This design comes from an exercise in tuning for small area, a short achievable clock period and few clock cycles per item on the open sky130 flow, not from production work. In this exercise RTL edits were held to simulation tests only and were not proved equivalent to the original.

## job 4187
## mandel_iter_pipe
module mandel_iter_pipe #(
    parameter int WIDTH  = 16,
    parameter int FRAC   = 13,
    parameter int ITER_W = 8,
    parameter int STAGES = 4
) (
    input  logic              Clk,
    input  logic              Reset,
    input  logic              in_valid,
    output logic              in_ready,
    input  logic [WIDTH-1:0]  in_x,
    input  logic [WIDTH-1:0]  in_y,
    input  logic [WIDTH-1:0]  in_c1,
    input  logic [WIDTH-1:0]  in_c2,
    input  logic [ITER_W-1:0] in_div,
    input  logic              in_done,
    input  logic [ITER_W-1:0] max_iter,
    output logic              out_valid,
    input  logic              out_ready,
    output logic [WIDTH-1:0]  out_x,
    output logic [WIDTH-1:0]  out_y,
    output logic [WIDTH-1:0]  out_c1,
    output logic [WIDTH-1:0]  out_c2,
    output logic [ITER_W-1:0] out_div,
    output logic              out_done
);
    localparam int PW = 4 * WIDTH + ITER_W + 1;    
    logic          bv_q [STAGES+1];
    logic [PW-1:0] b_q  [STAGES+1];
    logic          av_q [STAGES];
    logic [PW-1:0] a_q  [STAGES];
    logic          abig_q [STAGES];
    logic [28:0]   axx_q  [STAGES];
    logic [28:0]   ayy_q  [STAGES];
    logic [23-1:0] apl_q [STAGES];
    logic          kv_q;
    logic [PW-1:0] k_q;
    logic          en;
    assign en       = ~kv_q;
    assign in_ready = en;
    always_ff @(posedge Clk or posedge Reset) begin
        if (Reset) begin
            bv_q[0] <= 1'b0;
        end else if (en) begin
            bv_q[0] <= in_valid;
        end
    end
    always_ff @(posedge Clk) begin
        if (en) begin
            b_q[0] <= {in_x, in_y, in_c1, in_c2, in_div, in_done};
        end
    end
    genvar s;
    generate
        for (s = 0; s < STAGES; s++) begin : g_iter
            logic        big;
            logic [28:0] xx, yy;
            logic [23-1:0] pl;
            logic [15:0] nx, ny;
            logic [7:0]  ndiv;
            logic        ndone;
            mandel_part_a u_a (
                .px(b_q[s][PW-1 -: 16]), .py(b_q[s][PW-17 -: 16]),
                .big(big), .xx(xx), .yy(yy), .pl(pl)
            );
            always_ff @(posedge Clk or posedge Reset) begin
  ...
For scale: about 8500 cells after synthesis, about 160 I/O pins, about 0.095 mm2 of cells after synthesis.
export LEC_CHECK = 0
export CAP_MARGIN = 20
export CORE_MARGIN = 2
export CORE_UTILIZATION = 55
export PLACE_DENSITY = 0.72
export SLEW_MARGIN = 20
create_clock -name core_clock -period 14.0 [get_ports {Clk}]
standard.sh (not shown) runs the stock make flow with config.mk's settings and CLKGATE_MAP_FILE= SYNTH_SCRIPT=/design/flow/synth_recipe.tcl, a recipe that flattens the netlist after the stock synthesis.
==> flow/flow/run.sh <==
#!/bin/bash
set -euo pipefail
MARGIN=${MARGIN:-8}
R=orfs/results/sky130hd/mandel_iter_pipe/base
bash standard.sh SETUP_SLACK_MARGIN=$MARGIN synth > standard_synth.log 2>&1
python3 flow/polarity.py $R/1_2_yosys.v $R/1_2_yosys_pol.v "$FLOW_HOME/platforms/sky130hd/lib/sky130_fd_sc_hd__tt_025C_1v80.lib" > polarity.log 2>&1
mv $R/1_2_yosys_pol.v $R/1_2_yosys.v
rm -f $R/1_synth.odb $R/1_synth.sdc
bash standard.sh SETUP_SLACK_MARGIN=$MARGIN finish > standard_make.log 2>&1
Other scripts of this flow, unchanged in this note and not shown: flow/flow/polarity.py
The flow did not stop early for job 4187: all stages ran, and the layout cleared the timing, DRC and antenna checks.
Testbench counts of job 4187, summed over its fixed seeds: cycles 3,272, items 3,200.
Relative to job 4187, the following input files were edited for job 1729:
Settings: a deleted PLACE_DENSITY that had been 0.72; an added ABC_AREA of 1; a change of CORE_UTILIZATION from 55 to 40.
--- a/flow/flow/run.sh
+++ b/flow/flow/run.sh
@@ -1,5 +1,5 @@
 #!/bin/bash
 set -euo pipefail
-MARGIN=${MARGIN:-8}
+MARGIN=${MARGIN:-9}
 R=orfs/results/sky130hd/mandel_iter_pipe/base
 bash standard.sh SETUP_SLACK_MARGIN=$MARGIN synth > standard_synth.log 2>&1
--- outcome ---
Job 1729 | stages: all done | timing, DRC, antenna: all pass
When job 1729 is set beside job 4187, its setup slack turns out to be 0.54 ns larger.
Job 1729 vs job 4187: die area up in job 1729
sky130_fd_sc_hd__fa_2 as the slowest stage cell on the critical path was reported by job 1729, and sky130_fd_sc_hd__fa_1 by job 4187.
[compare] base=job 4187 new=job 1729: proportion of layout cells with a drive suffix above 1 +8.9 points; finished layout cell area +12%.
Input-level comparison between job 6365 and job 1729:
Settings: ABC_AREA no longer set, was 1.
--- a/flow/flow/run.sh
+++ b/flow/flow/run.sh
@@ -1,5 +1,5 @@
 #!/bin/bash
 set -euo pipefail
-MARGIN=${MARGIN:-9}
+MARGIN=${MARGIN:-8}
 R=orfs/results/sky130hd/mandel_iter_pipe/base
 bash standard.sh SETUP_SLACK_MARGIN=$MARGIN synth > standard_synth.log 2>&1
Findings:
Job 6365 was carried through to the last stage, and its layout satisfied the timing, DRC and antenna checks.
The pin slew with the least headroom to its limit in job 6365 sits 0.053 ns below the value recorded for job 1729.
Job 6365 vs. job 1729: flip-flop and latch count stayed essentially flat; global-route usage over all layers fell by 2.5 points; total routed wirelength fell by 15%.
Worst setup margin is higher on job 1729
From job 1729 to job 6365 the numbers moved as follows: final cell count now sits lower; maximum net fanout on the critical path now sits higher.
### job 6365 -> job 572
Settings: ABC_AREA: unset -> 1.
--- a/flow/flow/run.sh
+++ b/flow/flow/run.sh
@@ -1,5 +1,5 @@
 #!/bin/bash
 set -euo pipefail
-MARGIN=${MARGIN:-8}
+MARGIN=${MARGIN:-8.5}
 R=orfs/results/sky130hd/mandel_iter_pipe/base
 bash standard.sh SETUP_SLACK_MARGIN=$MARGIN synth > standard_synth.log 2>&1
--- outcome ---
- Job 572 has more setup slack than job 6365.
- Between job 572 and job 6365, the synthesized area is higher for job 572.
- Against job 6365, job 572 reports a maximum fanout along the worst path that is lower.
- Summary: maximum clock frequency, job 572 better than job 6365

========
== v41 ==
Another version of the RTL of mandel_iter_pipe (not shown whole).
For scale: about 160 I/O pins, ~0.072 sq mm of cells after synthesis.
==> flow/config.mk <==
export PLATFORM = sky130hd
export DESIGN_NAME = mandel_iter_pipe
export DESIGN_NICKNAME = mandel_iter_pipe
export VERILOG_FILES = /design/flow/design.v
export SDC_FILE = /design/flow/constraint.sdc
export NUM_CORES = 4
export LEC_CHECK = 0
export CAP_MARGIN = 20
export CORE_MARGIN = 2
export CORE_UTILIZATION = 40
export CTS_BUF_LIST = sky130_fd_sc_hd__clkbuf_4 sky130_fd_sc_hd__clkbuf_8
export SLEW_MARGIN = 20
==> flow/constraint.sdc <==
create_clock -name core_clock -period 14.0 [get_ports {Clk}]
set_input_delay 2.8000 -clock core_clock [delete_from_list [all_inputs] [get_ports {Clk}]]
set_output_delay 2.8000 -clock core_clock [all_outputs]
set_load 0.01 [all_outputs]
==> flow/flow/run.sh <==
#!/bin/bash
set -euo pipefail
MARGIN=${MARGIN:-6.5}
R=orfs/results/sky130hd/mandel_iter_pipe/base
bash standard.sh SETUP_SLACK_MARGIN=$MARGIN synth > standard_synth.log 2>&1
python3 flow/polarity.py $R/1_2_yosys.v $R/1_2_yosys_pol.v "$FLOW_HOME/platforms/sky130hd/lib/sky130_fd_sc_hd__tt_025C_1v80.lib" > polarity.log 2>&1
mv $R/1_2_yosys_pol.v $R/1_2_yosys.v
rm -f $R/1_synth.odb $R/1_synth.sdc
bash standard.sh SETUP_SLACK_MARGIN=$MARGIN finish > standard_make.log 2>&1
Other scripts of this flow, unchanged in this note and not shown: flow/flow/polarity.py
Testbench counts of v41, summed over its fixed seeds: cycles 3,240, items 3,200.
diff inputs: v41 => v50
- CTS_BUF_LIST: sky130_fd_sc_hd__clkbuf_4 sky130_fd_sc_hd__clkbuf_8 -> unset
-- flow/flow/run.sh --
<<< v41, line 2
set -euo pipefail
MARGIN=${MARGIN:-6.5}
R=orfs/results/sky130hd/mandel_iter_pipe/base
>>> v50, line 2
set -euo pipefail
MARGIN=${MARGIN:-7}
R=orfs/results/sky130hd/mandel_iter_pipe/base
--- outcome ---
Compared with v41, v50 shows non-clock buffer count that has gone up by more than a quarter. Compared to v41, v50 leaves less free space in the core. Taking v41 as the reference point, the slew at the pin closest to its max-slew limit of v50 falls by 0.076 ns. clkdlybuf4s50_1 as the highest-delay cell along the critical path was reported by v41, and fa_1 by v50. Taking v41 as the reference point, the final critical-path required period of v50 falls by 0.054 ns. There was hardly any difference in standard cell area after detailed placement between v50 and v41. Looking at final worst slack, v50 sits 0.054 ns higher than v41 does. v41 reports its end of the critical path as in_ready while v50 reports b_q[4][70].
#### Input delta (v9 over v50)
-- flow/flow/run.sh --
<<< v50, line 2
set -euo pipefail
MARGIN=${MARGIN:-7}
R=orfs/results/sky130hd/mandel_iter_pipe/base
>>> v9, line 2
set -euo pipefail
MARGIN=${MARGIN:-6.25}
R=orfs/results/sky130hd/mandel_iter_pipe/base
Going from v50 to v9, layout inverter count without the clock tree shrank slightly.
The worst setup path endpoint comes out b_q[2][57] in one run and b_q[4][70] in the other, namely in v9 and v50 respectively.
Relative to v50, met1 usage has decreased by 1.5 points in v9.
Routed wire length per instance ended up 0.97 um lower on v9 than on v50.
Of v50 and v9, the lower post-layout minimum cycle time belongs to v50.
--- input diff v9..v26 ---
- ABC_AREA: unset -> 1
-- flow/flow/run.sh --
<<< v9, line 2
set -euo pipefail
MARGIN=${MARGIN:-6.25}
R=orfs/results/sky130hd/mandel_iter_pipe/base
>>> v26, line 2
set -euo pipefail
MARGIN=${MARGIN:-7.5}
R=orfs/results/sky130hd/mandel_iter_pipe/base
Notes after the runs:
- Taking v9 as the reference, in v26 routability congestion estimate from global placement went up by about 7.5%, DRC marker count from the first detailed-route iteration moved up, pre-CTS setup slack now larger.
What v2 does differently from v26 at the input level:
- TNS_END_PERCENT now 10, previously not set
- ABC_AREA no longer set, was 1
-- flow/flow/run.sh --
<<< v26, line 2
set -euo pipefail
MARGIN=${MARGIN:-7.5}
R=orfs/results/sky130hd/mandel_iter_pipe/base
>>> v2, line 2
set -euo pipefail
MARGIN=${MARGIN:-6.5}
R=orfs/results/sky130hd/mandel_iter_pipe/base
[summary]
- v2 vs. v26: clock-buffer cell count lower, global routing usage summed across all routing layers decreased by 5.1 points relative to the old numbers, synthesized cell count down 21%, global-route wire length before repair dropped about 20%.
- Compared to v26, v2 has final area 0.010 sq mm lower.
- Setup slack of the critical path after layout on v2 is down relative to v26.
Setup changes, v2 to v30
- TNS_END_PERCENT: 10 -> unset
- ABC_AREA: unset -> 1
-- flow/flow/run.sh --
<<< v2, line 2
set -euo pipefail
MARGIN=${MARGIN:-6.5}
R=orfs/results/sky130hd/mandel_iter_pipe/base
>>> v30, line 2
set -euo pipefail
MARGIN=${MARGIN:-7}
R=orfs/results/sky130hd/mandel_iter_pipe/base
Results
Initial cell density of the core across v2 and v30: no real change.
Minimum clock period after layout: v30 better than v2
Changes observed in v30 relative to v2: insertion delay to the later sink of the worst-skew pair has remained practically unchanged.
v30 ended up with a higher buffer share of cell area than v2 did.
Compared with v2, in v30 total die area now sits higher, final cycle utilization of the critical path now sits lower.
v30 vs v2: number of antenna violations at the first check in global routing up
On sequential share of cell area: between v2 and v30, it ends up lower for v30.
When v30 is set beside v2, its area inside the core boundary turns out to be 6.8% larger.

re-timing with driven ports:
The results above use ideal ports. As a check the final layouts listed here were re-extracted and re-timed, cells and wires unchanged. Step 1: set_driving_cell puts a clkbuf_16 on Clk and a buf_2 on each other input, an assumption about the parent block. Step 2, shift: input delay + t, output delay - t, t = (earliest + latest rising clock arrival at the registers) / 2. This alone moves slack from input paths to output paths. Slacks: ideal / step 1 / step 2; pairs: ideal / step 1.
| run | t, ns | setup WS [ns] | worst hold slack (ns) | worst setup path at the end | cell pins on the clock port's net |
|---|---|---|---|---|---|
| job 4187 | 0.841 | 8.107 / 8.107 / 8.107 | 0.415 / 0.415 / 0.415 | register to register | 1 |
| job 1729 | 0.879 | 8.648 / 8.648 / 8.420 | 0.404 / 0.404 / 0.404 | input to register | 1 |
| job 6365 | 0.857 | 8.151 / 8.151 / 8.151 | 0.403 / 0.403 / 0.403 | register to register | 1 |
| job 572 | 0.868 | 8.516 / 8.516 / 8.381 | 0.391 / 0.391 / 0.391 | input to register | 1 |
| v41 | 0.843 | 6.594 / 6.570 / 6.570 | 0.463 / 0.463 / 0.463 | input to output | 1 |
| v50 | 0.747 | 6.649 / 6.649 / 6.649 | 0.449 / 0.449 / 0.449 | register to register | 1 |
| v9 | 0.743 | 6.433 / 6.428 / 6.428 | 0.456 / 0.456 / 0.456 | input to output | 1 |
| v26 | 0.776 | 6.987 / 6.987 / 6.987 | 0.450 / 0.450 / 0.450 | register to register | 1 |
| v2 | 0.750 | 6.627 / 6.620 / 6.620 | 0.458 / 0.458 / 0.458 | input to output | 1 |
| v30 | 0.768 | 6.927 / 6.927 / 6.927 | 0.448 / 0.448 / 0.448 | register to register | 1 |
After both steps setup and hold are still met in every run listed. For job 1729, which loses most, drivers alone change the setup slack by 0.000 ns; drivers and shift together by -0.228 ns.
